This design comes from an exercise in tuning for small area and few clock cycles on the open sky130 flow, not from production work. Function was checked by simulation only, so behaviour that the tests miss may differ from the original. Power is estimated from default activity; no workload was simulated.

## flow/config.mk

```make
export PLATFORM = sky130hd
export DESIGN_NAME = rda_top
export DESIGN_NICKNAME = rda_top
export VERILOG_FILES = /design/flow/design.v
export SDC_FILE = /design/flow/constraint.sdc
export NUM_CORES = 4
export LEC_CHECK = 0
export CAP_MARGIN = 20
export CORE_MARGIN = 2
export CORE_UTILIZATION = 40
export SLEW_MARGIN = 20
```

## flow/constraint.sdc

```tcl
create_clock -name core_clock -period 5.0 [get_ports {clock}]
set_input_delay 1.0000 -clock core_clock [delete_from_list [all_inputs] [get_ports {clock}]]
set_output_delay 1.0000 -clock core_clock [all_outputs]
set_load 0.01 [all_outputs]
```

## flow/design.v

```verilog
`default_nettype none
package rda_cfg_pkg;
    localparam int DEF_MEM_BYTES  = 8;     
    localparam int DEF_KER_BYTES  = 4;     
    localparam int DEF_ALIGN_BITS = 0;     
    localparam int DEF_INTRA_W = $clog2(DEF_MEM_BYTES);
    localparam int DEF_SHIFT_W = DEF_INTRA_W - DEF_ALIGN_BITS;
    localparam int DEF_MEM_FIFO_DEPTH = 32;     
    localparam int DEF_CMD_FIFO_DEPTH = 16;
    localparam int DEF_OUT_FIFO_DEPTH = 16;
    localparam int CMD_AF_CUTOFF      = 2;      
endpackage
`default_nettype wire
`default_nettype none
package rda_types_pkg;
    typedef enum logic [1:0] {
        BEAT_SOLE = 2'd0,     
        BEAT_HEAD = 2'd1,     
        BEAT_TAIL = 2'd2      
    } beat_e;
    typedef logic [7:0] byte_t;
endpackage
`default_nettype wire
`timescale 1ns/1ps
`default_nettype none
module rda_fifo #(
    parameter int  WIDTH     = 8,
    parameter int  DEPTH     = 16,
    parameter int  AF_CUTOFF = 2
) (
    input  wire              clock,
    input  wire              aclrn,
    input  wire              i_wr,
    input  wire  [WIDTH-1:0] i_wr_data,
    input  wire              i_rd,
    output logic [WIDTH-1:0] o_rd_data,
    output logic             o_empty,
    output logic             o_almost_full
);
    localparam int PTR_W = (DEPTH > 1) ? $clog2(DEPTH) : 1;
    localparam int CNT_W = $clog2(DEPTH + 1);     
    logic [WIDTH-1:0] mem [DEPTH];     
    logic [PTR_W-1:0] wr_ptr;
    logic [PTR_W-1:0] rd_ptr;
    logic [CNT_W-1:0] count;           
    logic [PTR_W-1:0] wr_ptr_nx;
    logic [PTR_W-1:0] rd_ptr_nx;
    assign wr_ptr_nx = (wr_ptr == PTR_W'(DEPTH - 1)) ? '0 : wr_ptr + 1'b1;
    assign rd_ptr_nx = (rd_ptr == PTR_W'(DEPTH - 1)) ? '0 : rd_ptr + 1'b1;
    always_ff @(posedge clock) begin
        if (i_wr) mem[wr_ptr] <= i_wr_data;
    end
    always_ff @(posedge clock or negedge aclrn) begin
        if (!aclrn) begin
            wr_ptr <= '0;
            rd_ptr <= '0;
            count  <= '0;
        end else begin
            if (i_wr) wr_ptr <= wr_ptr_nx;
            if (i_rd) rd_ptr <= rd_ptr_nx;
            case ({i_wr, i_rd})
                2'b10:   count <= count + 1'b1;
                2'b01:   count <= count - 1'b1;
                default: count <= count;     
            endcase
        end
    end
    assign o_rd_data     = mem[rd_ptr];                           
    assign o_empty       = (count == '0);
    assign o_almost_full = ((DEPTH - int'(count)) <= AF_CUTOFF);   
endmodule
`default_nettype wire
`timescale 1ns/1ps
`default_nettype none
module rda_word_sequencer #(
    parameter int KER_BYTES  = 4,
    parameter int MEM_BYTES  = 8,
    parameter int ALIGN_BITS = 0,
    parameter int INTRA_W    = 3,
    parameter int SHIFT_W    = 3
) (
    input  wire                    clock,
    input  wire                    aclrn,
    input  wire                    i_cmd_empty,
    input  wire  [INTRA_W-1:0]     i_cmd_addr,
    output logic                   o_cmd_pop,
    input  wire                    i_mem_empty,
    input  wire  [8*MEM_BYTES-1:0] i_mem_data,
    output logic                   o_mem_pop,
    input  wire                    i_out_almost_full,
    output logic                   o_beat_valid,
    output logic [8*MEM_BYTES-1:0] o_beat_data,
    output logic [SHIFT_W-1:0]     o_beat_shift,
    output logic [INTRA_W:0]       o_beat_lo_limit,
    output logic [1:0]             o_beat_kind
);
    logic [INTRA_W-1:0] addr_al;       
    logic [SHIFT_W-1:0] addr_shift;    
    logic               spans_two;     
    logic               beat_go;       
    logic               at_second;     
    always_comb begin
        for (int b = 0; b < INTRA_W; b++) addr_al[b] = (b < ALIGN_BITS) ? 1'b0 : i_cmd_addr[b];
    end
    assign addr_shift = addr_al[INTRA_W-1:ALIGN_BITS];
    assign spans_two  = ({1'b0, addr_al} + (INTRA_W+1)'(KER_BYTES)) > (INTRA_W+1)'(MEM_BYTES);
    assign beat_go   = ~i_cmd_empty & ~i_mem_empty & ~i_out_almost_full;
    assign o_mem_pop = beat_go;
    assign o_cmd_pop = beat_go & (~spans_two | at_second);     
    always_ff @(posedge clock or negedge aclrn) begin
        if (!aclrn) begin
            at_second    <= 1'b0;
            o_beat_valid <= 1'b0;
        end else begin
            o_beat_valid <= beat_go;
            if (beat_go) at_second <= spans_two & ~at_second;
        end
    end
    always_ff @(posedge clock) begin
        o_beat_data  <= i_mem_data;
        o_beat_shift <= addr_shift;     
        if (at_second) begin
            o_beat_lo_limit <= (INTRA_W+1)'(MEM_BYTES) - {1'b0, addr_al};
            o_beat_kind     <= rda_types_pkg::BEAT_TAIL;
        end else begin
            o_beat_lo_limit <= '0;
            o_beat_kind     <= spans_two ? rda_types_pkg::BEAT_HEAD : rda_types_pkg::BEAT_SOLE;
        end
    end
endmodule
`default_nettype wire
`timescale 1ns/1ps
`default_nettype none
module rda_shift_stage #(
    parameter int STAGE      = 0,
    parameter int MEM_BYTES  = 8,
    parameter int INTRA_W    = 3,
    parameter int SHIFT_W    = 3,
    parameter int ALIGN_BITS = 0
) (
    input  wire                    clock,
    input  wire                    aclrn,
    input  wire                    i_beat_valid,
    input  wire  [8*MEM_BYTES-1:0] i_beat_data,
    input  wire  [SHIFT_W-1:0]     i_beat_shift,
    input  wire  [INTRA_W:0]       i_beat_lo_limit,
    input  wire  [1:0]             i_beat_kind,
    output logic                   o_beat_valid,
    output logic [8*MEM_BYTES-1:0] o_beat_data,
    output logic [SHIFT_W-1:0]     o_beat_shift,
    output logic [INTRA_W:0]       o_beat_lo_limit,
    output logic [1:0]             o_beat_kind
);
    localparam int AMT = 2 ** (STAGE + ALIGN_BITS);     
    logic [8*MEM_BYTES-1:0] rot_bytes;
    always_comb begin
        for (int j = 0; j < MEM_BYTES; j++) begin
            rot_bytes[8*j +: 8] = i_beat_shift[STAGE] ? i_beat_data[8*((j + AMT) % MEM_BYTES) +: 8]
                                                      : i_beat_data[8*j +: 8];
        end
    end
    always_ff @(posedge clock or negedge aclrn) begin
        if (!aclrn) o_beat_valid <= 1'b0;
        else        o_beat_valid <= i_beat_valid;
    end
    always_ff @(posedge clock) begin
        o_beat_data     <= rot_bytes;
        for (int b = 0; b < SHIFT_W; b++) begin
            o_beat_shift[b] <= (b == STAGE) ? 1'b0 : i_beat_shift[b];     
        end
        o_beat_lo_limit <= i_beat_lo_limit;
        o_beat_kind     <= i_beat_kind;
    end
endmodule
`default_nettype wire
`timescale 1ns/1ps
`default_nettype none
module rda_word_assembler #(
    parameter int KER_BYTES = 4,
    parameter int MEM_BYTES = 8,
    parameter int INTRA_W   = 3,
    parameter int SHIFT_W   = 3
) (
    input  wire                    clock,
    input  wire                    aclrn,
    input  wire                    i_beat_valid,
    input  wire  [8*MEM_BYTES-1:0] i_beat_data,
    input  wire  [INTRA_W:0]       i_beat_lo_limit,
    input  wire  [1:0]             i_beat_kind,
    output logic                   o_wr,
    output logic [8*KER_BYTES-1:0] o_wr_data
);
    localparam int GRAN = 2 ** (INTRA_W - SHIFT_W);     
    logic [8*KER_BYTES-1:0] acc_q;       
    logic [KER_BYTES-1:0]   byte_en;
    always_comb begin
        for (int i = 0; i < KER_BYTES; i++) begin
            byte_en[i] = (INTRA_W+1)'(i & ~(GRAN - 1)) >= i_beat_lo_limit;
        end
    end
    always_ff @(posedge clock) begin
        if (i_beat_valid) begin
            for (int i = 0; i < KER_BYTES; i++) begin
                if (byte_en[i]) acc_q[8*i +: 8] <= i_beat_data[8*i +: 8];     
            end
        end
    end
    always_ff @(posedge clock or negedge aclrn) begin
        if (!aclrn) o_wr <= 1'b0;
        else        o_wr <= i_beat_valid && (i_beat_kind != rda_types_pkg::BEAT_HEAD);
    end
    assign o_wr_data = acc_q;
endmodule
`default_nettype wire
`timescale 1ns/1ps
`default_nettype none
module rda_top #(
    parameter  int MEM_BYTES      = rda_cfg_pkg::DEF_MEM_BYTES,
    parameter  int KER_BYTES      = rda_cfg_pkg::DEF_KER_BYTES,
    parameter  int ALIGN_BITS     = rda_cfg_pkg::DEF_ALIGN_BITS,
    parameter  int MEM_FIFO_DEPTH = rda_cfg_pkg::DEF_MEM_FIFO_DEPTH,
    parameter  int CMD_FIFO_DEPTH = rda_cfg_pkg::DEF_CMD_FIFO_DEPTH,
    parameter  int OUT_FIFO_DEPTH = rda_cfg_pkg::DEF_OUT_FIFO_DEPTH,
    localparam int INTRA_W        = $clog2(MEM_BYTES)
) (
    input  wire                    clock,
    input  wire                    aclrn,
    input  wire                    i_mem_valid,
    input  wire  [8*MEM_BYTES-1:0] i_mem_data,
    input  wire                    i_cmd_valid,
    input  wire  [INTRA_W-1:0]     i_cmd_addr,
    output logic                   o_cmd_almost_full,
    output logic                   o_valid,
    output logic [8*KER_BYTES-1:0] o_data,
    input  wire                    i_stall
);
    localparam int SHIFT_W = INTRA_W - ALIGN_BITS;     
    localparam int OUT_AF_CUTOFF = SHIFT_W + 3;
    logic                   mem_empty, mem_pop;
    logic [8*MEM_BYTES-1:0] mem_head;
    logic                   cmd_empty, cmd_pop;
    logic [INTRA_W-1:0]     cmd_head;
    logic                   out_wr, out_empty, out_almost_full;
    logic [8*KER_BYTES-1:0] out_wr_data;
    logic                   mem_almost_full_unused;
    logic [SHIFT_W:0]                        beat_valid;
    logic [SHIFT_W:0][8*MEM_BYTES-1:0]       beat_data;
    logic [SHIFT_W:0][SHIFT_W-1:0]           beat_shift;
    logic [SHIFT_W:0][INTRA_W:0]             beat_lo_limit;
    logic [SHIFT_W:0][1:0]                   beat_kind;
    rda_fifo #(.WIDTH(8*MEM_BYTES), .DEPTH(MEM_FIFO_DEPTH), .AF_CUTOFF(0)) u_mem_fifo (
        .clock(clock), .aclrn(aclrn),
        .i_wr(i_mem_valid), .i_wr_data(i_mem_data),
        .i_rd(mem_pop), .o_rd_data(mem_head),
        .o_empty(mem_empty), .o_almost_full(mem_almost_full_unused)     
    );
    rda_fifo #(.WIDTH(INTRA_W), .DEPTH(CMD_FIFO_DEPTH), .AF_CUTOFF(rda_cfg_pkg::CMD_AF_CUTOFF)) u_cmd_fifo (
        .clock(clock), .aclrn(aclrn),
        .i_wr(i_cmd_valid), .i_wr_data(i_cmd_addr),
        .i_rd(cmd_pop), .o_rd_data(cmd_head),
        .o_empty(cmd_empty), .o_almost_full(o_cmd_almost_full)
    );
    rda_word_sequencer #(
        .KER_BYTES(KER_BYTES), .MEM_BYTES(MEM_BYTES), .ALIGN_BITS(ALIGN_BITS),
        .INTRA_W(INTRA_W), .SHIFT_W(SHIFT_W)
    ) u_sequencer (
        .clock(clock), .aclrn(aclrn),
        .i_cmd_empty(cmd_empty), .i_cmd_addr(cmd_head), .o_cmd_pop(cmd_pop),
        .i_mem_empty(mem_empty), .i_mem_data(mem_head), .o_mem_pop(mem_pop),
        .i_out_almost_full(out_almost_full),
        .o_beat_valid(beat_valid[0]), .o_beat_data(beat_data[0]), .o_beat_shift(beat_shift[0]),
        .o_beat_lo_limit(beat_lo_limit[0]), .o_beat_kind(beat_kind[0])
    );
    for (genvar k = 0; k < SHIFT_W; k++) begin : g_stage
        rda_shift_stage #(
            .STAGE(k), .MEM_BYTES(MEM_BYTES), .INTRA_W(INTRA_W),
            .SHIFT_W(SHIFT_W), .ALIGN_BITS(ALIGN_BITS)
        ) u_stage (
            .clock(clock), .aclrn(aclrn),
            .i_beat_valid(beat_valid[k]), .i_beat_data(beat_data[k]), .i_beat_shift(beat_shift[k]),
            .i_beat_lo_limit(beat_lo_limit[k]), .i_beat_kind(beat_kind[k]),
            .o_beat_valid(beat_valid[k+1]), .o_beat_data(beat_data[k+1]), .o_beat_shift(beat_shift[k+1]),
            .o_beat_lo_limit(beat_lo_limit[k+1]), .o_beat_kind(beat_kind[k+1])
        );
    end
    rda_word_assembler #(
        .KER_BYTES(KER_BYTES), .MEM_BYTES(MEM_BYTES), .INTRA_W(INTRA_W), .SHIFT_W(SHIFT_W)
    ) u_assembler (
        .clock(clock), .aclrn(aclrn),
        .i_beat_valid(beat_valid[SHIFT_W]), .i_beat_data(beat_data[SHIFT_W]),
        .i_beat_lo_limit(beat_lo_limit[SHIFT_W]), .i_beat_kind(beat_kind[SHIFT_W]),
        .o_wr(out_wr), .o_wr_data(out_wr_data)
    );
    rda_fifo #(.WIDTH(8*KER_BYTES), .DEPTH(OUT_FIFO_DEPTH), .AF_CUTOFF(OUT_AF_CUTOFF)) u_out_fifo (
        .clock(clock), .aclrn(aclrn),
        .i_wr(out_wr), .i_wr_data(out_wr_data),
        .i_rd(o_valid & ~i_stall), .o_rd_data(o_data),     
        .o_empty(out_empty), .o_almost_full(out_almost_full)
    );
    assign o_valid = ~out_empty;
endmodule
`default_nettype wire
```

## flow/run.sh

```bash
#!/bin/bash
# synth_recipe.tcl (not shown) runs the flow's synth.tcl, then flattens the netlist and writes it again
# the make line also repeats each setting of config.mk as NAME=value (left out here)
make -C /OpenROAD-flow-scripts/flow DESIGN_CONFIG=/design/flow/config.mk WORK_HOME=/design/flow/orfs CLKGATE_MAP_FILE= SYNTH_SCRIPT=/design/flow/synth_recipe.tcl finish
```

==> results.json, run 1 <==
{
  "status": "complete, no violations",
  "critical_path_class": "flip-flop to primary output",
  "worst_clock_skew_ns": 0.07046,
  "finalMaxSlewViolations": 0,
  "clk-insertion-delay-late_ns": 0.88,
  "postRouteWirelength_um": 254200,
  "endpoint": "o_data[12]",
  "chipHeight_um": 526.9,
  "cp_data_arrival_time_ns": 3.71,
  "detailed_route_drc_error_count": 0,
  "drtPass1Iterations": 5,
  "r2r_end": "u_cmd_fifo.count[4]$_DFFE_PN0P_",
  "yosys_warnings": 8,
  "post_cts_resized": 0,
  "final_cell_mix": "sky130_fd_sc_hd__edfxtp_1 (2640), sky130_fd_sc_hd__mux4_2 (717), sky130_fd_sc_hd__clkbuf_16 (322)",
  "worst_setup_hold_path_clk_slew_ns": 0.06,
  "power.ir.vdd_worst_mv": 0.3691,
  "commonest_non_fill_non_tap_cell_in_the_layout": "sky130_fd_sc_hd__edfxtp_1",
  "register_to_register_path_depth": 18,
  "startpoint": "u_out_fifo.rd_ptr[0]$_DFFE_PN0P_",
  "worstPathRequired_ns": 4.00,
  "post_synth_main_area_contributors": "sky130_fd_sc_hd__edfxtp_1 (72%), sky130_fd_sc_hd__mux4_2 (15%), sky130_fd_sc_hd__dfxtp_1 (4.6%), sky130_fd_sc_hd__mux2_2 (2.7%), sky130_fd_sc_hd__dfrtp_1 (1.1%)",
  "critical-path-slowest-cell": "sky130_fd_sc_hd__dfrtp_4",
  "timing.critical_path.slowest_cell_delay_ns": 0.68,
  "placeableCoreArea_um2": 271500,
  "wl_per_cell_um": 28.48,
  "drive_gt1_share_pct": 31.37,
  "vias": 49940,
  "cp_cell_sequence": "buf_12 -> mux4_2 -> mux4_2 -> clkdlybuf4s50_1",
  "die_width_um": 526.9,
  "yosysUniqueCellTypes": 53,
  "synthToLayoutAreaGrowth_pct": 15.27,
  "cts_max_level": 5,
  "syn-num-nets": 4875,
  "grt_overflow": 0,
  "hold_class": "input pin to async pin",
  "synth.ff_latch_count": 2942,
  "syn-mean-instance-area_um2": 22.96,
  "first_global_vias": 51480,
  "r2r_slack_ns": 0.92,
  "nNetsFinal": 5222,
  "finalCoreUtilization_pct": 46.43,
  "cell_repeated_most_along_the_worst_path": "sky130_fd_sc_hd__mux4_2",
  "initial_core_util_pct": 40.28,
  "weighted_congestion_at_the_end_of_routability_driven_global_placement": 0.7501,
  "portBuffers": 105,
  "power_density_nw_per_um2": 600.6,
  "critPathMaxFanout": 55,
  "postSynth.asyncResetShare_pct": 1.632,
  "io_pins": 106,
  "post_cts_repair_timing_setup_buffer_count": 0,
  "clock_tree_buf_depth": 4,
  "min_period_ns": 4.712,
  "netlist_instances": 4762,
  "route.detailed.vias_per_inst": 5.595,
  "grt_start_max_net_pins": 83,
  "cts.sink_count": 2942,
  "clockRootBuffer": "sky130_fd_sc_hd__clkbuf_16",
  "synth_top_cell_by_area": "sky130_fd_sc_hd__edfxtp_1",
  "synth_seq_area_share_pct": 78.24,
  "floorplan.rows": 191,
  "tns_ns": 0,
  "unrepaired_setup_endpoints_after_global_routing": "no",
  "route.antenna.remaining_nets": 0,
  "cts_tree": "yes",
  "leakage_nw": 39.76,
  "cp-start-kind": "flip-flop",
  "holdBufCountCts": 0,
  "num-fill-cells": 22140,
  "worst_slew_margin_rel_pct": 27.87,
  "dieArea_um2": 277600,
  "worst_slew_pin_slew_ns": 1.079,
  "grt_util_all_layers_pct": 18.16,
  "endpoint_kind": "primary output",
  "clock_buffer_count_from_cts": 308,
  "dr.first_iter.drc_count": 5309,
  "synth_edf_count": 2640,
  "synth.top_cell.area_share_pct": 72.49,
  "report.final.hold_viol_count": 0,
  "ys.flop_type": "sky130_fd_sc_hd__edfxtp_1",
  "layout_worst_path_cycle_share_pct": 94.23,
  "dpl.hpwl_um": 138800,
  "fmax_mhz": 212.2,
  "grt_first_pass_wirelength_um": 365900,
  "max_cap_viol_count": 0,
  "syn_area_um2": 109400,
  "setup-violations-final": 0,
  "antenna_found_initial": 32,
  "worst_r2r_startpoint": "u_cmd_fifo.rd_ptr[0]$_DFFE_PN0N_"
}
## cell type report
class                      instances  area (µm²)  area share [%]
antenna                           11       27.53         0.02184
clock buffer                     415        8564           6.794
clock inverter                   132        1306           1.036
inverter                          31       118.9         0.09429
multi-input combinational       1545       22990           18.24
sequential                      2942       85590           67.90
tap                             3570        4467           3.543
timing repair buffer             281        2988           2.370
## worst min path at each step
stage,from,end,depth (start not counted)
detailed placement,u_sequencer.o_beat_kind[1]$_SDFF_PP1_,g_stage[0].u_stage.o_beat_kind[1]$_DFF_P_,0
floorplan,u_sequencer.o_beat_kind[0]$_SDFF_PP0_,g_stage[0].u_stage.o_beat_kind[0]$_DFF_P_,0
CTS,aclrn,u_out_fifo.rd_ptr[1]$_DFFE_PN0P_,1
global route,aclrn,u_cmd_fifo.wr_ptr[2]$_DFFE_PN0P_,1
global placement,g_stage[1].u_stage.o_beat_kind[1]$_DFF_P_,g_stage[2].u_stage.o_beat_kind[1]$_DFF_P_,0
finish,aclrn,u_cmd_fifo.wr_ptr[2]$_DFFE_PN0P_,1
## cells by family after synthesis
group / after synthesis / synth area share (%)
adders and majority gates: 41 / 0.4897
and+or+nand+nor: 279 / 1.231
AOI/OAI and AO/OA: 224 / 1.318
muxes: 981 / 17.48
DFF: 2942 / 78.24
xor gates and xnor gates: 20 / 0.1602
buffers and inverters: 275 / 1.076
## Yosys cell counts (4+ instances only)
master / instances
sky130_fd_sc_hd__mux2_2: 262
sky130_fd_sc_hd__a21oi_1: 12
sky130_fd_sc_hd__nor2b_1: 38
sky130_fd_sc_hd__a211oi_1: 33
sky130_fd_sc_hd__buf_1: 27
sky130_fd_sc_hd__a22oi_1: 6
sky130_fd_sc_hd__o21ai_0: 27
sky130_fd_sc_hd__ha_1: 38
sky130_fd_sc_hd__dfxtp_1: 254
sky130_fd_sc_hd__xor2_1: 9
sky130_fd_sc_hd__nand2_1: 52
sky130_fd_sc_hd__xnor2_1: 11
sky130_fd_sc_hd__nand2b_1: 11
sky130_fd_sc_hd__and3_1: 4
sky130_fd_sc_hd__nor3_1: 40
sky130_fd_sc_hd__mux4_2: 717
sky130_fd_sc_hd__dfrtp_1: 48
sky130_fd_sc_hd__o22ai_1: 124
sky130_fd_sc_hd__buf_2: 70
sky130_fd_sc_hd__inv_1: 30
sky130_fd_sc_hd__buf_4: 15
sky130_fd_sc_hd__nand3_1: 6
sky130_fd_sc_hd__clkbuf_1: 132
sky130_fd_sc_hd__a21o_1: 6
sky130_fd_sc_hd__edfxtp_1: 2640
sky130_fd_sc_hd__and2_1: 7
sky130_fd_sc_hd__nor2_1: 94
sky130_fd_sc_hd__nand3b_1: 4
sky130_fd_sc_hd__nor3b_1: 7
## worst max-delay path, delay by kind of cell, from the launching register on
kind / cells / cell delay (ns)
flops: 1 / 0.68
mux: 2 / 1.13
buf+inv: 2 / 0.93
## metal layers
| metal | up-vias | share of wire, % | track usage, % |
|---|---|---|---|
| li1 | 20720 | - | - |
| met1 | 27030 | 41 | 24.86 |
| met2 | 1733 | 49 | 29.64 |
| met3 | 442 | 7.1 | 3.603 |
| met4 | 14 | 2.7 | 5.114 |
| met5 | - | 0.043 | 0 |
## flip-flops by register name, summed over array words and instances (netlist names), 4 cells and up
register and flops:
g_stage.u_stage.o_beat_data 160, u_cmd_fifo.rd_ptr 4, u_assembler.acc_q 32, g_stage.u_stage.o_beat_kind 6, u_out_fifo.mem 512, u_mem_fifo.wr_ptr 5, u_mem_fifo.count 6, u_out_fifo.wr_ptr 4
u_cmd_fifo.mem 48, u_sequencer.o_beat_data 64, u_sequencer.o_beat_lo_limit 4, u_out_fifo.rd_ptr 4, g_stage.u_stage.o_beat_lo_limit 12, u_mem_fifo.rd_ptr 5, u_cmd_fifo.wr_ptr 4, u_cmd_fifo.count 5
u_mem_fifo.mem 2048, u_out_fifo.count 5
## power breakdown
| group | switching (mW) | internal, mW |
|---|---|---|
| clock network | 9.20 | 13.2 |
| logic | 10.8 | 9.75 |
| registers | 2.24 | 30.6 |
## stage by stage
stage | instances | hold WS (ns) | worst slack [ns] | cell area [µm²] | total power [mW]
CTS | 8915 | 0.2179 | 0.1905 | 126200 | 76.48
floorplan | 4762 | 0.3096 | 0.3509 | 109400 | 45.82
global route | 8918 | 0.2509 | 0.09707 | 126000 | 78.78
global placement | 8367 | 0.3117 | 0.7452 | 116300 | 53.85
detailed placement | 8368 | 0.3121 | 0.8964 | 116300 | 54.08
finish | 8927 | 0.2265 | 0.2884 | 126100 | 75.71
Testbench counts, summed over its fixed seeds: cycles 5,799.
==> inputs of run 2 (changes only) <==
--- a/flow/design.v
+++ b/flow/design.v
@@ -11,2 +11,3 @@
     localparam int CMD_AF_CUTOFF      = 2;      
+    localparam int CMD_AF_LEVEL       = 4;      
 endpackage
@@ -236,66 +237,88 @@
 );
-    localparam int SHIFT_W = INTRA_W - ALIGN_BITS;     
-    localparam int OUT_AF_CUTOFF = SHIFT_W + 3;
-    logic                   mem_empty, mem_pop;
-    logic [8*MEM_BYTES-1:0] mem_head;
-    logic                   cmd_empty, cmd_pop;
-    logic [INTRA_W-1:0]     cmd_head;
-    logic                   out_wr, out_empty, out_almost_full;
-    logic [8*KER_BYTES-1:0] out_wr_data;
-    logic                   mem_almost_full_unused;
-    logic [SHIFT_W:0]                        beat_valid;
-    logic [SHIFT_W:0][8*MEM_BYTES-1:0]       beat_data;
-    logic [SHIFT_W:0][SHIFT_W-1:0]           beat_shift;
-    logic [SHIFT_W:0][INTRA_W:0]             beat_lo_limit;
-    logic [SHIFT_W:0][1:0]                   beat_kind;
-    rda_fifo #(.WIDTH(8*MEM_BYTES), .DEPTH(MEM_FIFO_DEPTH), .AF_CUTOFF(0)) u_mem_fifo (
-        .clock(clock), .aclrn(aclrn),
-        .i_wr(i_mem_valid), .i_wr_data(i_mem_data),
-        .i_rd(mem_pop), .o_rd_data(mem_head),
-        .o_empty(mem_empty), .o_almost_full(mem_almost_full_unused)     
-    );
-    rda_fifo #(.WIDTH(INTRA_W), .DEPTH(CMD_FIFO_DEPTH), .AF_CUTOFF(rda_cfg_pkg::CMD_AF_CUTOFF)) u_cmd_fifo (
-        .clock(clock), .aclrn(aclrn),
-        .i_wr(i_cmd_valid), .i_wr_data(i_cmd_addr),
-        .i_rd(cmd_pop), .o_rd_data(cmd_head),
-        .o_empty(cmd_empty), .o_almost_full(o_cmd_almost_full)
-    );
-    rda_word_sequencer #(
-        .KER_BYTES(KER_BYTES), .MEM_BYTES(MEM_BYTES), .ALIGN_BITS(ALIGN_BITS),
-        .INTRA_W(INTRA_W), .SHIFT_W(SHIFT_W)
-    ) u_sequencer (
-        .clock(clock), .aclrn(aclrn),
-        .i_cmd_empty(cmd_empty), .i_cmd_addr(cmd_head), .o_cmd_pop(cmd_pop),
-        .i_mem_empty(mem_empty), .i_mem_data(mem_head), .o_mem_pop(mem_pop),
-        .i_out_almost_full(out_almost_full),
-        .o_beat_valid(beat_valid[0]), .o_beat_data(beat_data[0]), .o_beat_shift(beat_shift[0]),
-        .o_beat_lo_limit(beat_lo_limit[0]), .o_beat_kind(beat_kind[0])
-    );
-    for (genvar k = 0; k < SHIFT_W; k++) begin : g_stage
-        rda_shift_stage #(
-            .STAGE(k), .MEM_BYTES(MEM_BYTES), .INTRA_W(INTRA_W),
-            .SHIFT_W(SHIFT_W), .ALIGN_BITS(ALIGN_BITS)
-        ) u_stage (
-            .clock(clock), .aclrn(aclrn),
-            .i_beat_valid(beat_valid[k]), .i_beat_data(beat_data[k]), .i_beat_shift(beat_shift[k]),
-            .i_beat_lo_limit(beat_lo_limit[k]), .i_beat_kind(beat_kind[k]),
-            .o_beat_valid(beat_valid[k+1]), .o_beat_data(beat_data[k+1]), .o_beat_shift(beat_shift[k+1]),
-            .o_beat_lo_limit(beat_lo_limit[k+1]), .o_beat_kind(beat_kind[k+1])
-        );
-    end
-    rda_word_assembler #(
-        .KER_BYTES(KER_BYTES), .MEM_BYTES(MEM_BYTES), .INTRA_W(INTRA_W), .SHIFT_W(SHIFT_W)
-    ) u_assembler (
-        .clock(clock), .aclrn(aclrn),
-        .i_beat_valid(beat_valid[SHIFT_W]), .i_beat_data(beat_data[SHIFT_W]),
-        .i_beat_lo_limit(beat_lo_limit[SHIFT_W]), .i_beat_kind(beat_kind[SHIFT_W]),
-        .o_wr(out_wr), .o_wr_data(out_wr_data)
-    );
-    rda_fifo #(.WIDTH(8*KER_BYTES), .DEPTH(OUT_FIFO_DEPTH), .AF_CUTOFF(OUT_AF_CUTOFF)) u_out_fifo (
-        .clock(clock), .aclrn(aclrn),
-        .i_wr(out_wr), .i_wr_data(out_wr_data),
-        .i_rd(o_valid & ~i_stall), .o_rd_data(o_data),     
-        .o_empty(out_empty), .o_almost_full(out_almost_full)
-    );
-    assign o_valid = ~out_empty;
+    localparam int NB     = 16;                         
+    localparam int CMD_AF = rda_cfg_pkg::CMD_AF_LEVEL;   
+    localparam int CMD_D  = CMD_AF + rda_cfg_pkg::CMD_AF_CUTOFF;   
+    logic [NB-1:0][63:0] bank0;     
+    logic [NB-1:0][63:0] bank1;     
+    logic [4:0]          wr_ptr;    
+    logic [3:0]          p0, p1;    
+    logic                h;         
+    logic [5:0]          wcount;    
+    always_ff @(posedge clock) begin
+        for (int e = 0; e < NB; e++) begin
+            if (i_mem_valid && !wr_ptr[0] && wr_ptr[4:1] == 4'(e)) bank0[e] <= i_mem_data;
+            if (i_mem_valid &&  wr_ptr[0] && wr_ptr[4:1] == 4'(e)) bank1[e] <= i_mem_data;
+        end
+    end
+    logic [63:0] r0, r1;
+    always_comb begin
+        r0 = '0;
+        r1 = '0;
+        for (int e = 0; e < NB; e++) begin
+            r0 = r0 | ({64{p0 == 4'(e)}} & bank0[e]);
+            r1 = r1 | ({64{p1 == 4'(e)}} & bank1[e]);
+        end
+    end
+    localparam int CP_W = $clog2(CMD_D);
+    logic [CMD_D-1:0][2:0] cmem;
+    logic [CP_W-1:0]       cwr, crd;
+    logic [CP_W:0]         ccount;
+    logic [2:0]            a;
+    always_ff @(posedge clock) begin
+        for (int e = 0; e < CMD_D; e++) begin
+            if (i_cmd_valid && cwr == CP_W'(e)) cmem[e] <= i_cmd_addr;
+        end
+    end
+    always_comb begin
+        a = '0;
+        for (int e = 0; e < CMD_D; e++) a = a | ({3{crd == CP_W'(e)}} & cmem[e]);
+    end
+    logic         split;
+    logic         deliver;
+    assign split = a[2] & (a[1] | a[0]);
+    assign o_valid = (ccount != '0) && (wcount != '0) && (!split || wcount[5:1] != '0);
+    assign deliver = o_valid && !i_stall;
+    logic [63:0] w0;
+    logic [23:0] w1;
+    logic [87:0] st;      
+    logic [7:0]  ah;      
+    assign w0 = h ? r1 : r0;
+    assign w1 = h ? r0[23:0] : r1[23:0];
+    assign st = {w1, w0};
+    always_comb begin
+        for (int k = 0; k < 8; k++) ah[k] = (a == 3'(k));
+        o_data = '0;
+        for (int k = 0; k < 8; k++) o_data = o_data | ({32{ah[k]}} & st[8*k +: 32]);
+    end
+    assign o_cmd_almost_full = (ccount >= (CP_W+1)'(CMD_AF));
+    always_ff @(posedge clock or negedge aclrn) begin
+        if (!aclrn) begin
+            wr_ptr <= '0;
+            p0     <= '0;
+            p1     <= '0;
+            h      <= 1'b0;
+            wcount <= '0;
+            cwr    <= '0;
+            crd    <= '0;
+            ccount <= '0;
+        end else begin
+            if (i_mem_valid) wr_ptr <= wr_ptr + 1'b1;
+            if (i_cmd_valid) cwr <= (cwr == CP_W'(CMD_D - 1)) ? '0 : cwr + 1'b1;
+            if (deliver) begin
+                crd <= (crd == CP_W'(CMD_D - 1)) ? '0 : crd + 1'b1;
+                if (split) begin
+                    p0 <= p0 + 1'b1;
+                    p1 <= p1 + 1'b1;
+                end else if (h) begin
+                    p1 <= p1 + 1'b1;
+                    h  <= 1'b0;
+                end else begin
+                    p0 <= p0 + 1'b1;
+                    h  <= 1'b1;
+                end
+            end
+            wcount <= wcount + 6'(i_mem_valid) - (deliver ? (split ? 6'd2 : 6'd1) : 6'd0);
+            ccount <= ccount + (CP_W+1)'(i_cmd_valid) - (CP_W+1)'(deliver);
+        end
+    end
 endmodule
==> run 2 against run 1 <==
Net effect:
- now fails the layout checks on setup timing
- clock power down 32%
- first-iteration DRC count up 90%
- highest routed layer unchanged
- design area down 19%
- via count up 13%
- maximum frequency down 9.1%
- sequential cell count down 846
- combinational power up 76%
- critical path depth up 10
- largest power group is now combinational cells
- routed wire length up 31%
- clock skew up 0.017 ns
- utilization up 3.7 points
==> results.json, run 2 <==
{
  "status": "finished with violations",
  "failed_layout_checks": "setup timing",
  "layout_worst_path_cycle_share_pct": 103.7,
  "io_pins": 106,
  "final_cell_mix": "sky130_fd_sc_hd__edfxtp_1 (2066), sky130_fd_sc_hd__buf_4 (459), sky130_fd_sc_hd__a22oi_1 (252)",
  "portBuffers": 105,
  "power.ir.vdd_worst_mv": 0.4748,
  "netlist_instances": 4906,
  "synth_edf_count": 2066,
  "hold_class": "flip-flop to flip-flop",
  "grt_util_all_layers_pct": 30.76,
  "unrepaired_setup_endpoints_after_global_routing": "yes",
  "clk-insertion-delay-late_ns": 0.92,
  "floorplan.rows": 166,
  "cts_max_level": 4,
  "synth_top_cell_by_area": "sky130_fd_sc_hd__edfxtp_1",
  "final_critical_path_setup_slack_ns": -0.1832,
  "finalMaxSlewViolations": 0,
  "detailedPlace.worstSlack_ns": -0.2289,
  "drive_gt1_share_pct": 27.29,
  "grt_overflow": 0,
  "nNetsFinal": 5694,
  "min_period_ns": 5.183,
  "endpoint_kind": "primary output",
  "hold_depth": 1,
  "grt_start_max_net_pins": 65,
  "worst_setup_hold_path_clk_slew_ns": 0.06,
  "synth.top_cell.area_share_pct": 75.42,
  "antenna_found_initial": 31,
  "dpl.hpwl_um": 193900,
  "clock_tree_buf_depth": 3,
  "weighted_congestion_at_the_end_of_routability_driven_global_placement": 0.9607,
  "setup-violations-final": 26,
  "p_total_mw": 72.35,
  "die_width_um": 457.5,
  "worst_slew_margin_rel_pct": 24.76,
  "leakage_nw": 33.52,
  "yosys_warnings": 1,
  "critical_path_class": "flip-flop to primary output",
  "clockRootBuffer": "sky130_fd_sc_hd__clkbuf_16",
  "synth_top_cells_by_count": "sky130_fd_sc_hd__edfxtp_1 (2066), sky130_fd_sc_hd__a22oi_1 (292), sky130_fd_sc_hd__nand2_1 (194)",
  "critPathMaxFanout": 8,
  "yosysMostFrequentCell": "sky130_fd_sc_hd__edfxtp_1",
  "report.final.hold_viol_count": 0,
  "wl_per_cell_um": 39.37,
  "route.antenna.remaining_nets": 0,
  "worst_clock_skew_ns": 0.08761,
  "cp-start-kind": "flip-flop",
  "dr.first_iter.drc_count": 10090,
  "initial_core_util_pct": 40.21,
  "yosysUniqueCellTypes": 93,
  "placeableCoreArea_um2": 204600,
  "biggestRegsByFlops": "bank0 x1024, bank1 x1024, cmem x18",
  "grt_first_pass_wirelength_um": 445500,
  "holdBufCountCts": 0,
  "clock_buffer_count_from_cts": 209,
  "first_global_vias": 53120,
  "synth_seq_area_share_pct": 76.34,
  "synthToLayoutAreaGrowth_pct": 24.67,
  "route.detailed.vias_per_inst": 6.682,
  "worstPathRequired_ns": 4.00,
  "postSynth.asyncResetShare_pct": 1.431,
  "ys.flop_type": "sky130_fd_sc_hd__edfxtp_1",
  "postRouteWirelength_um": 333500,
  "syn_area_um2": 82260,
  "detailed_route_drc_error_count": 0,
  "drtPass1Iterations": 9,
  "commonest_non_fill_non_tap_cell_in_the_layout": "sky130_fd_sc_hd__edfxtp_1",
  "dieArea_um2": 209300,
  "fmax_mhz": 192.9,
  "power_density_nw_per_um2": 705.5,
  "cts_tree": "yes",
  "cts.sink_count": 2096,
  "register_to_register_path_depth": 16,
  "max_cap_viol_count": 0,
  "worst_slew_pin_slew_ns": 1.125,
  "syn-num-nets": 5006,
  "finalCoreUtilization_pct": 50.12,
  "vias": 56600,
  "chipHeight_um": 457.5,
  "syn-mean-instance-area_um2": 16.77,
  "synth.ff_latch_count": 2096,
  "post_synth_main_area_contributors": "sky130_fd_sc_hd__edfxtp_1 (75%), sky130_fd_sc_hd__a22oi_1 (2.7%), sky130_fd_sc_hd__mux2i_1 (1.8%), sky130_fd_sc_hd__a221oi_1 (1.7%), sky130_fd_sc_hd__a22o_1 (1.1%)",
  "cp_data_arrival_time_ns": 4.18
}
run 2: cell count changes after synthesis, moves of 92 or more:
cell                       before   now
sky130_fd_sc_hd__mux4_2       717    10
sky130_fd_sc_hd__edfxtp_1    2640  2066
sky130_fd_sc_hd__a22oi_1        6   292
sky130_fd_sc_hd__dfxtp_1      254     0
sky130_fd_sc_hd__mux2_2       262    78
sky130_fd_sc_hd__a221oi_1       0   160
sky130_fd_sc_hd__mux2i_1        2   148
sky130_fd_sc_hd__nand2_1       52   194
sky130_fd_sc_hd__a21oi_1       12   126
sky130_fd_sc_hd__nand3_1        6   120
sky130_fd_sc_hd__a22o_1         1   108
sky130_fd_sc_hd__a222oi_1       0    94
sky130_fd_sc_hd__o21ai_0       27   119
run 2: path summary, 6_finish.rpt:
path,end,slack [ns],start
worst min-delay path,wr_ptr[4]$_DFFE_PN0P_,0.55,wr_ptr[4]$_DFFE_PN0P_
worst min register to register,wr_ptr[4]$_DFFE_PN0P_,0.55,wr_ptr[4]$_DFFE_PN0P_
worst max register to register,wcount[5]$_DFF_PN0_,0.93,crd[0]$_DFFE_PN0P_
max in group asynchronous,h$_DFFE_PN0P_,3.98,aclrn
min in group asynchronous,p0[2]$_DFFE_PN0P_,0.56,aclrn
worst max-delay path,o_data[18],-0.18,p1[1]$_DFFE_PN0P_
run 2: critical path, cell delays in order (launching register included):
cell and delay [ns]:
sky130_fd_sc_hd__dfrtp_1 0.40, sky130_fd_sc_hd__buf_6 0.14, sky130_fd_sc_hd__ha_4 0.20, sky130_fd_sc_hd__buf_12 0.16, sky130_fd_sc_hd__buf_16 0.16, sky130_fd_sc_hd__buf_8 0.15
sky130_fd_sc_hd__a222oi_1 0.40, sky130_fd_sc_hd__o221ai_2 0.18, sky130_fd_sc_hd__buf_4 0.16, sky130_fd_sc_hd__a2111oi_4 0.37, sky130_fd_sc_hd__a41oi_2 0.12, sky130_fd_sc_hd__a22oi_1 0.21
sky130_fd_sc_hd__o211ai_1 0.12, sky130_fd_sc_hd__or3_1 0.33, sky130_fd_sc_hd__buf_2 0.15
run 2: kinds of logic after synthesis:
logic type	synth area share [%]
buf+inv	2.204
fa+ha+maj	0.4442
flops	76.34
mux	3.170
xor+xnor	0.2023
compound gates	13.52
simple gates	4.124
run 2: where the power goes:
group          leakage, nW  switching, mW  internal [mW]  total, mW
sequential            19.0          0.449           20.6       21.1
combinational         11.4           22.3           13.8       36.0
clock                 3.18           6.96           8.29       15.2
run 2: timing repair:
item | CTS | global route
gates cloned | 21 | 13
endpoints found under the hold margin | 0 | 0
buffers inserted | 145 | 74
setup endpoints to repair | 32 | 32
resized for setup | 488 | 220
pin swaps | 130 | 150
run 2: cell type report:
class                   instances  area, µm²
diodes                         15      37.54
clock buffers                 262       5429
clock inverters               123       1176
fillers                     16490     102000
inverters                      43      193.9
multi-input cells            2391      19940
flip-flops and latches       2096      62810
well taps                    2688       3363
repair buffers                853       9595
run 2: stage by stage:
step	area [µm²]	TNS [ns]	instances	hold WS, ns
floorplan	82260	0	4906	0.4918
global placement	90960	-1.371	7831	0.5184
detailed placement	90930	-0.7558	7831	0.5377
CTS	100900	-1.888	8378	0.5446
global route	102500	-3.445	8463	0.5864
finish	102500	-2.427	8471	0.5451
run 2: per-layer routing:
metal / track usage (%) / wire (µm) / vias to the layer above
met4: 17.57 / 23660 / 24
met3: 7.995 / 46130 / 1052
li1: - / - / 21930
met5: 0 / 199 / -
met1: 40.63 / 118000 / 28780
met2: 46.13 / 145500 / 4823
Testbench counts of run 2, summed over its fixed seeds: cycles 5,734.
==> inputs of run 3 (changes only) <==
--- a/flow/design.v
+++ b/flow/design.v
@@ -276,6 +276,8 @@
     logic         split;
-    logic         deliver;
     assign split = a[2] & (a[1] | a[0]);
-    assign o_valid = (ccount != '0) && (wcount != '0) && (!split || wcount[5:1] != '0);
-    assign deliver = o_valid && !i_stall;
+    logic         ready;       
+    logic         load;        
+    logic [31:0]  kdata;
+    assign ready = (ccount != '0) && (wcount != '0) && (!split || wcount[5:1] != '0);
+    assign load  = ready && (!o_valid || !i_stall);
     logic [63:0] w0;
@@ -289,6 +291,13 @@
         for (int k = 0; k < 8; k++) ah[k] = (a == 3'(k));
-        o_data = '0;
-        for (int k = 0; k < 8; k++) o_data = o_data | ({32{ah[k]}} & st[8*k +: 32]);
+        kdata = '0;
+        for (int k = 0; k < 8; k++) kdata = kdata | ({32{ah[k]}} & st[8*k +: 32]);
     end
     assign o_cmd_almost_full = (ccount >= (CP_W+1)'(CMD_AF));
+    always_ff @(posedge clock) begin
+        if (load) o_data <= kdata;
+    end
+    always_ff @(posedge clock or negedge aclrn) begin
+        if (!aclrn) o_valid <= 1'b0;
+        else        o_valid <= load || (o_valid && i_stall);
+    end
     always_ff @(posedge clock or negedge aclrn) begin
@@ -306,3 +315,3 @@
             if (i_cmd_valid) cwr <= (cwr == CP_W'(CMD_D - 1)) ? '0 : cwr + 1'b1;
-            if (deliver) begin
+            if (load) begin
                 crd <= (crd == CP_W'(CMD_D - 1)) ? '0 : crd + 1'b1;
@@ -319,4 +328,4 @@
             end
-            wcount <= wcount + 6'(i_mem_valid) - (deliver ? (split ? 6'd2 : 6'd1) : 6'd0);
-            ccount <= ccount + (CP_W+1)'(i_cmd_valid) - (CP_W+1)'(deliver);
+            wcount <= wcount + 6'(i_mem_valid) - (load ? (split ? 6'd2 : 6'd1) : 6'd0);
+            ccount <= ccount + (CP_W+1)'(i_cmd_valid) - (CP_W+1)'(load);
         end
==> flow/flow/run.sh (new file) <==
#!/bin/bash
# Own layout flow: the standard ORFS flow with two changes.
#  - synthesis maps the logic with an area-oriented ABC script (flow/abc_area.script);
#    Yosys's register inference and naming are untouched
#  - clock tree synthesis inserts no dummy loads
# Each step's full output goes to ORFS's own logs under orfs/logs (copied to orfs_logs at the
# end), and make's output to flow_make.log in this folder.
set -euo pipefail
W=$(pwd)
trap 'cp -r "$W/orfs/logs" "$W/orfs_logs" 2>/dev/null || true' EXIT
{ cat "$W/flow/abc_override.tcl"; cat "$W/synth_recipe.tcl"; } > "$W/my_synth.tcl"
bash "$W/standard.sh" \
  SYNTH_SCRIPT="$W/my_synth.tcl" \
  MY_ABC_SCRIPT="$W/flow/abc_area.script" \
  CTS_ARGS="-sink_clustering_enable -repair_clock_nets -dont_use_dummy_load" \
  finish > "$W/flow_make.log" 2>&1
==> flow/flow/abc_area.script (new file) <==
strash
dc2
strash
&get -n
&dch -f
&nf -R 1000
&put
==> flow/flow/abc_override.tcl (new file) <==
# maps logic with flow/abc_area.script in place of ORFS's ABC script; everything else,
# registers included, is the standard synthesis
proc abc {args} {
  set i [lsearch $args -script]
  if {$i >= 0 && [info exists ::env(MY_ABC_SCRIPT)]} {
    lset args [expr {$i + 1}] $::env(MY_ABC_SCRIPT)
  }
  yosys abc {*}$args
}
==> flow/standard.sh (new file) <==
#!/bin/bash
# synth_recipe.tcl (not shown) runs the flow's synth.tcl, then flattens the netlist and writes it again
# the make line also repeats each setting of config.mk as NAME=value (left out here)
make -C /OpenROAD-flow-scripts/flow DESIGN_CONFIG=/design/flow/config.mk WORK_HOME=/design/flow/orfs CLKGATE_MAP_FILE= SYNTH_SCRIPT=/design/flow/synth_recipe.tcl "${@:-finish}"
--- a/flow/config.mk
+++ b/flow/config.mk
@@ -9,3 +9,4 @@
 export CORE_MARGIN = 2
-export CORE_UTILIZATION = 40
+export CORE_UTILIZATION = 50
+export GPL_TIMING_DRIVEN = 0
 export SLEW_MARGIN = 20
removed: flow/run.sh
==> run 3 against run 2 <==
Net effect:
- now clean on timing, DRC and antenna
- clock-buffer cell count decreased by 54
- synthesized cell count decreased by 20%
- total power decreased by 29%
- combinational power decreased by 56%
- sequential power increased by 4%
- maximum frequency increased by 11%
- via count decreased by 17%
- critical path depth increased by 6
- non-clock buffer count decreased by 413
- global-route usage increased by 1.1 points
- die area decreased by 25%
- clock skew decreased by 0.029 ns
- largest cell class unchanged
- largest power group is now registers
==> results.json, run 3 <==
{
  "status": "complete, no violations",
  "cp_data_arrival_time_ns": 5.41,
  "netlist_instances": 3944,
  "wl_per_cell_um": 37.81,
  "cp-start-kind": "flip-flop",
  "route.detailed.vias_per_inst": 7.081,
  "dieArea_um2": 156100,
  "weighted_congestion_at_the_end_of_routability_driven_global_placement": 0.7981,
  "io_pins": 106,
  "dr.first_iter.drc_count": 9304,
  "first_global_vias": 44190,
  "power.net_switching_mw": 17.53,
  "critPathMaxFanout": 7,
  "power.clock.fraction_pct": 25.8,
  "cts.sink_count": 2129,
  "cts_max_level": 4,
  "dpl.hpwl_um": 161500,
  "register_to_register_path_depth": 20,
  "report.final.hold_viol_count": 0,
  "share_comb_of_total_power_pct": 31.3,
  "ys.flop_type": "sky130_fd_sc_hd__edfxtp_1",
  "power_density_nw_per_um2": 563.2,
  "drive_gt1_share_pct": 13.63,
  "yosysMostFrequentCell": "sky130_fd_sc_hd__edfxtp_1",
  "max_cap_viol_count": 0,
  "synth_seq_area_share_pct": 83.39,
  "critical_path_class": "flip-flop to flip-flop",
  "setup-violations-final": 0,
  "ff_latch_area_um2": 63780,
  "synth.ff_latch_count": 2129,
  "cts_tree": "yes",
  "synthToLayoutAreaGrowth_pct": 18.87,
  "postRouteWirelength_um": 250500,
  "final_cell_mix": "sky130_fd_sc_hd__edfxtp_1 (2098), sky130_fd_sc_hd__a222oi_1 (396), sky130_fd_sc_hd__nand2_1 (241)",
  "seqPwrFrac_pct": 42.9,
  "gr-max-usage-layer": "met2",
  "hold_class": "input pin to async pin",
  "route.antenna.remaining_nets": 0,
  "initial_core_util_pct": 50.35,
  "holdWs_ns": 0.5390,
  "power.ir.vdd_worst_mv": 0.4225,
  "clockRootBuffer": "sky130_fd_sc_hd__clkbuf_16",
  "syn-mean-instance-area_um2": 19.39,
  "leakage_nw": 28.68,
  "worst_clock_skew_ns": 0.05836,
  "portBuffers": 105,
  "unrepaired_setup_endpoints_after_global_routing": "no",
  "grt_start_max_net_pins": 49,
  "yosys_warnings": 1,
  "num-fill-cells": 10790,
  "layout_worst_path_cycle_share_pct": 93.64,
  "grt_first_pass_wirelength_um": 348000,
  "floorplan.rows": 143,
  "postSynth.asyncResetShare_pct": 1.456,
  "clock_buffer_count_from_cts": 208,
  "p_total_mw": 51.20,
  "die_width_um": 395.1,
  "nNetsFinal": 4694,
  "worstPathRequired_ns": 5.73,
  "finalMaxSlewViolations": 0,
  "synth_top_cell_by_area": "sky130_fd_sc_hd__edfxtp_1",
  "fmax_mhz": 213.6,
  "clk-insertion-delay-late_ns": 0.85,
  "worst_setup_hold_path_clk_slew_ns": 0.05,
  "biggestRegsByFlops": "bank0 x1024, bank1 x1024, o_data x32",
  "vias": 46910,
  "placeableCoreArea_um2": 151900,
  "yosysUniqueCellTypes": 45,
  "grt_util_all_layers_pct": 31.83,
  "drtPass1Iterations": 10,
  "min_period_ns": 4.682,
  "worst_slew_margin_rel_pct": 22.83,
  "detailed_route_drc_error_count": 0,
  "synth_edf_count": 2098,
  "clock_tree_buf_depth": 3,
  "commonest_non_fill_non_tap_cell_in_the_layout": "sky130_fd_sc_hd__edfxtp_1",
  "post_synth_main_area_contributors": "sky130_fd_sc_hd__edfxtp_1 (82%), sky130_fd_sc_hd__a222oi_1 (5.2%), sky130_fd_sc_hd__a22oi_1 (2.1%), sky130_fd_sc_hd__nand2_1 (1.2%), sky130_fd_sc_hd__dfrtp_1 (1.0%)",
  "gr-usage-met1_pct": 45.09,
  "synth_top_cells_by_count": "sky130_fd_sc_hd__edfxtp_1 (2098), sky130_fd_sc_hd__a222oi_1 (396), sky130_fd_sc_hd__nand2_1 (249)",
  "worst_slew_pin_slew_ns": 1.145,
  "antenna_found_initial": 13,
  "chipHeight_um": 395.1,
  "endpoint_kind": "flip-flop",
  "syn-num-nets": 4044,
  "grt_overflow": 0,
  "p_sw_share_pct": 34.25,
  "multiInputGateArea_um2": 12980,
  "syn_area_um2": 76480,
  "power.internal_mw": 33.66,
  "grt.met3_usage_pct": 6.620,
  "gr-usage-met2_pct": 49.88,
  "synth.top_cell.area_share_pct": 82.37
}
## run 3: routing by layer
layer  vias to the layer above  share of wire (%)
li1                      18590                  -
met1                     24220                 37
met2                      3533                 46
met3                       554                 13
met4                         8                3.4
met5                         -              0.021
## run 3: cell families (layout without fill, tap and decap cells)
group	Yosys count	after routing	share of synthesized area, %
other cells	0	2	0
flops	2129	2129	83.39
compound gates	991	991	10.72
simple gates	708	708	4.586
buf+inv	37	685	0.1816
xor+xnor	19	19	0.2176
fa+ha+maj	28	28	0.4777
mux	32	32	0.4286
## run 3: metrics by stage
step | utilization (%) | std cells | instance area (µm²) | TNS, ns | setup WS [ns]
2_1_floorplan | - | 3944 | 76550 | -672.84 | -1.166
3_3_place_gp | 52.75 | 6079 | 80140 | - | -10.40
3_5_place_dp | 56.41 | 6411 | 85690 | -0.1437 | -0.09164
4_1_cts | 59.85 | 6622 | 90920 | 0 | 0.1864
5_1_grt | 59.85 | 6623 | 90910 | 0 | 0.01703
6_report | 59.85 | 6624 | 90910 | 0 | 0.3180
## run 3: repair_timing
| item | in CTS | in global routing |
|---|---|---|
| setup buffers | 2 | 0 |
| hold buffers | 1 | 0 |
| hold endpoints to repair | 7 | 0 |
| resized for setup | 0 | 1 |
| setup endpoints to repair | 2 | 2 |
## run 3: layout make-up
class                      count  share of cell area [%]
sequential                  2129                   70.16
multi-input combinational   1778                   14.28
timing repair buffer         440                   6.887
clock buffer                 208                   5.725
tap                         2030                   2.794
inverter                      37                  0.1528
antenna                        2                0.005505
## run 3: worst max-delay path: stages (launching register included)
cell and delay (ns):
sky130_fd_sc_hd__dfrtp_1 0.48, sky130_fd_sc_hd__clkinv_1 0.17, sky130_fd_sc_hd__ha_1 0.26, sky130_fd_sc_hd__a222oi_1 0.44, sky130_fd_sc_hd__nand3_1 0.34, sky130_fd_sc_hd__nor2_2 0.34, sky130_fd_sc_hd__nor2_1 0.21, sky130_fd_sc_hd__nand4_1 0.18
sky130_fd_sc_hd__o311ai_0 0.25, sky130_fd_sc_hd__a21oi_4 0.20, sky130_fd_sc_hd__nor2b_1 0.25, sky130_fd_sc_hd__ha_1 0.27, sky130_fd_sc_hd__clkinv_1 0.05, sky130_fd_sc_hd__ha_1 0.16, sky130_fd_sc_hd__clkinv_1 0.10, sky130_fd_sc_hd__fa_1 0.47
sky130_fd_sc_hd__clkinv_1 0.06, sky130_fd_sc_hd__a21oi_1 0.06, sky130_fd_sc_hd__nor2_1 0.09, sky130_fd_sc_hd__nor2_1 0.05, sky130_fd_sc_hd__xor2_1 0.13
## run 3: worst paths after layout
| kind | from | endpoint | slack (ns) |
|---|---|---|---|
| max | crd[2]$_DFFE_PN0P_ | wcount[4]$_DFF_PN0_ | 0.32 |
| min | aclrn | wcount[5]$_DFF_PN0_ | 0.54 |
| max reg2reg | crd[2]$_DFFE_PN0P_ | wcount[4]$_DFF_PN0_ | 0.32 |
| min reg2reg | o_valid$_DFF_PN0_ | o_valid$_DFF_PN0_ | 0.57 |
| max in group asynchronous | aclrn | h$_DFFE_PN0P_ | 4.03 |
| min in group core_clock | o_valid$_DFF_PN0_ | o_valid$_DFF_PN0_ | 0.57 |
## run 3: power by group through the flow
| stage | clock network, mW | logic (mW) | registers [mW] |
|---|---|---|---|
| final | 13.2 | 16.0 | 21.9 |
| after global routing | 14.0 | 16.7 | 22.0 |
| after CTS | 13.3 | 15.7 | 21.9 |
| after detailed placement | 0 | 15.6 | 22.3 |
| after global placement | 0 | 14.0 | 22.7 |
| after floorplan | 0 | 7.37 | 22.3 |
Testbench counts of run 3, summed over its fixed seeds: cycles 5,767.
==> inputs of run 4 (changes only) <==
--- a/flow/flow/run.sh
+++ b/flow/flow/run.sh
@@ -1,6 +1,8 @@
 #!/bin/bash
-# Own layout flow: the standard ORFS flow with two changes.
+# Own layout flow: the standard ORFS flow with these changes:
 #  - synthesis maps the logic with an area-oriented ABC script (flow/abc_area.script);
 #    Yosys's register inference and naming are untouched
-#  - clock tree synthesis inserts no dummy loads
+#  - clock tree synthesis inserts no dummy loads and clusters more sinks per leaf buffer
+#  - ports are buffered with the smallest buffer
+#  - after global routing, gates off the critical paths are sized down (RECOVER_POWER)
 # Each step's full output goes to ORFS's own logs under orfs/logs (copied to orfs_logs at the
@@ -14,3 +16,5 @@
   MY_ABC_SCRIPT="$W/flow/abc_area.script" \
-  CTS_ARGS="-sink_clustering_enable -repair_clock_nets -dont_use_dummy_load" \
+  CTS_ARGS="-sink_clustering_enable -repair_clock_nets -dont_use_dummy_load -buf_list sky130_fd_sc_hd__clkbuf_16 -sink_clustering_size 24 -sink_clustering_max_diameter 60" \
+  BUFFER_PORTS_ARGS="-buffer_cell sky130_fd_sc_hd__buf_1" \
+  RECOVER_POWER=100 \
   finish > "$W/flow_make.log" 2>&1
==> run 4 against run 3 <==
Net effect:
- the layout now fails its checks (capacitance limit, slew limit, setup timing)
- maximum frequency fell by 7.8%
- synthesized cell count is the same
- non-clock buffer count down 2
- total power shrank 6.9%
==> results.json, run 4 <==
{
  "status": "finished with violations",
  "failed_layout_checks": "capacitance limit, slew limit, setup timing",
  "synth_top_cells_by_count": "sky130_fd_sc_hd__edfxtp_1 (2098), sky130_fd_sc_hd__a222oi_1 (396), sky130_fd_sc_hd__nand2_1 (249)",
  "first_global_vias": 43920,
  "commonest_non_fill_non_tap_cell_in_the_layout": "sky130_fd_sc_hd__edfxtp_1",
  "postRouteWirelength_um": 250400,
  "timing.critical_path.max_delay_family": "buffers and inverters",
  "clock_buffer_count_from_cts": 136,
  "cp_data_arrival_time_ns": 5.55,
  "weighted_congestion_at_the_end_of_routability_driven_global_placement": 0.7878,
  "power.net_switching_mw": 16.97,
  "critical-path-slowest-cell": "sky130_fd_sc_hd__nor3_1",
  "holdWs_ns": 0.2934,
  "dpl_cell_area_um2": 85090,
  "portBuffers": 105,
  "netlist_instances": 3944,
  "clockRootBuffer": "sky130_fd_sc_hd__clkbuf_16",
  "cp_cell_sequence": "clkbuf_1 -> nand4_1 -> nor3_1 -> clkbuf_1 -> clkbuf_1 -> buf_8",
  "worst_slew_pin_slew_ns": 2.256,
  "leakage_nw": 26.14,
  "final_cell_mix": "sky130_fd_sc_hd__edfxtp_1 (2098), sky130_fd_sc_hd__a222oi_1 (396), sky130_fd_sc_hd__clkbuf_1 (298)",
  "syn-num-nets": 4044,
  "post-route-cell-area_um2": 85880,
  "final_critical_path_setup_slack_ns": -0.07727,
  "p_sw_share_pct": 35.60,
  "worst_setup_hold_path_clk_slew_ns": 0.10,
  "detailed_route_drc_error_count": 0,
  "worstPathRequired_ns": 5.47,
  "worst_r2r_startpoint": "wr_ptr[4]$_DFFE_PN0P_",
  "synth.ff_latch_count": 2129,
  "power.internal_mw": 30.69,
  "worst_clock_skew_ns": 0.07618,
  "drtPass1Iterations": 9,
  "ys.flop_type": "sky130_fd_sc_hd__edfxtp_1",
  "antenna_found_initial": 13,
  "yosysMostFrequentCell": "sky130_fd_sc_hd__edfxtp_1",
  "cell_repeated_most_along_the_worst_path": "sky130_fd_sc_hd__clkbuf_1",
  "grt_overflow": 0,
  "power.ir.vdd_worst_mv": 0.3823,
  "clock_tree_buf_depth": 3,
  "route.antenna.remaining_nets": 0,
  "biggestRegsByFlops": "bank0 x1024, bank1 x1024, o_data x32",
  "vias": 46580,
  "cts.sink_count": 2129,
  "setup-violations-final": 10,
  "power.clock.fraction_pct": 21.6,
  "report.final.hold_viol_count": 0,
  "yosysUniqueCellTypes": 45,
  "dieArea_um2": 156100,
  "chipHeight_um": 395.1,
  "io_pins": 106,
  "grt_first_pass_wirelength_um": 347000,
  "yosys_warnings": 1,
  "synth_edf_count": 2098,
  "initial_core_util_pct": 50.35,
  "critPathMaxFanout": 10,
  "syn-mean-instance-area_um2": 19.39,
  "grt_start_max_net_pins": 50,
  "synth.top_cell.area_share_pct": 82.37,
  "synthToLayoutAreaGrowth_pct": 12.30,
  "wl_per_cell_um": 38.23,
  "layout_worst_path_cycle_share_pct": 101.5,
  "hold_class": "input pin to async pin",
  "timing.critical_path.slowest_cell_delay_ns": 1.77,
  "critical_path_class": "input pin to flip-flop",
  "synth_top_cell_by_area": "sky130_fd_sc_hd__edfxtp_1",
  "startpoint": "i_mem_valid",
  "power_density_nw_per_um2": 555.0,
  "seqPwrFrac_pct": 45.9,
  "unrepaired_setup_endpoints_after_global_routing": "no",
  "endpoint_kind": "flip-flop",
  "cts_tree": "yes",
  "worst_slew_margin_rel_pct": -51.54,
  "dpl.hpwl_um": 160400,
  "grt_util_all_layers_pct": 31.79,
  "route.detailed.vias_per_inst": 7.111,
  "syn_area_um2": 76480,
  "finalCoreUtilization_pct": 56.54,
  "p_total_mw": 47.66,
  "placeableCoreArea_um2": 151900,
  "nNetsFinal": 4620,
  "clk-insertion-delay-late_ns": 0.81,
  "post_synth_main_area_contributors": "sky130_fd_sc_hd__edfxtp_1 (82%), sky130_fd_sc_hd__a222oi_1 (5.2%), sky130_fd_sc_hd__a22oi_1 (2.1%), sky130_fd_sc_hd__nand2_1 (1.2%), sky130_fd_sc_hd__dfrtp_1 (1.0%)",
  "postSynth.asyncResetShare_pct": 1.456,
  "synth_seq_area_share_pct": 83.39,
  "min_period_ns": 5.077,
  "holdBufCountCts": 0,
  "fmax_mhz": 197.0,
  "cts_max_level": 4,
  "path_buf_inv": 4,
  "max_cap_viol_count": 27,
  "finalMaxSlewViolations": 344,
  "dr.first_iter.drc_count": 9421,
  "share_comb_of_total_power_pct": 32.5,
  "cp-start-kind": "input pin",
  "die_width_um": 395.1,
  "drive_gt1_share_pct": 6.352,
  "floorplan.rows": 143
}
-- run 4: changes by cell type in the layout (fill, tap and decap cells not counted), sizes merged --
cell           previous run  this run
dlygate4sd3               1         0
clkdlybuf4s50           100         0
dlymetal6s2s              0         1
buf                     339       125
clkbuf                  208       448
-- run 4: logic make-up after synthesis --
| kind of cell | count (synthesis) | share of synthesized area (%) |
|---|---|---|
| AO/OA/AOI/OAI | 991 | 10.72 |
| XOR/XNOR | 19 | 0.2176 |
| adder cells (fa/ha/maj) | 28 | 0.4777 |
| buffers and inverters | 37 | 0.1816 |
| flip-flops | 2129 | 83.39 |
| multiplexers | 32 | 0.4286 |
| AND/OR/NAND/NOR | 708 | 4.586 |
-- run 4: through the flow --
stage          std cells  setup slack, ns  TNS, ns
2_1_floorplan       3944           -1.166  -672.84
3_3_place_gp        6079           -10.08        -
5_1_grt             6548         0.008924        0
3_5_place_dp        6409          -0.3004  -0.6787
6_report            6550         -0.07727  -0.4257
4_1_cts             6547           0.1713        0
-- run 4: final cells by class --
cell class	count	area (µm²)
inverters	37	138.9
diodes	2	5.005
clock buffers	136	3403
repair buffers	438	3298
multi-input cells	1778	12720
well taps	2030	2540
fillers	11550	66020
flip-flops and latches	2129	63780
-- run 4: routing by layer --
| metal | track usage [%] | vias up | wire length, µm |
|---|---|---|---|
| li1 | - | 18430 | - |
| met1 | 45.42 | 24090 | 94340 |
| met2 | 48.88 | 3511 | 114100 |
| met3 | 7.106 | 543 | 32930 |
| met4 | 10.39 | 4 | 8953 |
| met5 | 0 | - | 22 |
-- run 4: power groups by stage --
| stage | clock network (mW) | registers (mW) | logic [mW] |
|---|---|---|---|
| global placement | 0 | 22.7 | 13.8 |
| finish | 10.3 | 21.9 | 15.5 |
| global route | 10.9 | 22.0 | 16.1 |
| floorplan | 0 | 22.3 | 7.37 |
| CTS | 10.4 | 21.8 | 15.6 |
| detailed placement | 0 | 22.2 | 15.5 |
-- run 4: timing repair --
item,CTS,global route
pin swaps,0,1
setup endpoints to repair,5,2
endpoints found under the hold margin,0,0
cloned,0,0
gates resized for setup,0,2
setup buffers,2,1
-- run 4: worst paths after layout --
| check | to | slack (ns) | cells after the start |
|---|---|---|---|
| max | bank1[223]$_DFFE_PP_ | -0.08 | 6 |
| min | wr_ptr[0]$_DFFE_PN0P_ | 0.29 | 1 |
| max reg2reg | bank0[615]$_DFFE_PP_ | 0.02 | 6 |
| min reg2reg | cwr[1]$_DFFE_PN0P_ | 0.57 | 1 |
| max in group asynchronous | ccount[1]$_DFF_PN0_ | 3.28 | 2 |
| min in group core_clock | o_valid$_DFF_PN0_ | 0.52 | 3 |

-- re-timing with driven ports --
The results above use ideal ports. As a check the final layouts listed here were re-extracted and re-timed, cells and wires unchanged.
Step 1 (the two cells are an assumption about what drives the block):
set clk [get_ports {clock}]
set_driving_cell -lib_cell sky130_fd_sc_hd__clkbuf_16 $clk
set_driving_cell -lib_cell sky130_fd_sc_hd__buf_2 [delete_from_list [all_inputs] $clk]
Step 2 also shifts input and output timing later by t, the mid clock arrival at the registers, as if the neighbouring blocks saw the same clock.
Three values: no drivers, after step 1, after step 2; two values: the first two.
run | t (ns) | slack for setup (ns) | slew at the worst register clock pin (ns) | worst slew at a driven data input, ns | pins driven straight from the clock port
run 1 | 0.939 | 0.288 / 0.192 / 0.919 | 0.07 / 0.07 | 0.21 | 1
run 2 | 0.946 | -0.183 / -0.271 / 0.675 | 0.07 / 0.07 | 0.14 | 1
run 3 | 0.903 | 0.318 / 0.318 / 0.318 | 0.06 / 0.06 | 0.16 | 1
run 4 | 0.862 | -0.077 / -0.025 / -0.887 | 0.10 / 0.10 | 0.18 | 1
For run 4, which loses most, drivers alone change the setup slack by +0.052 ns; drivers and shift together by -0.810 ns.
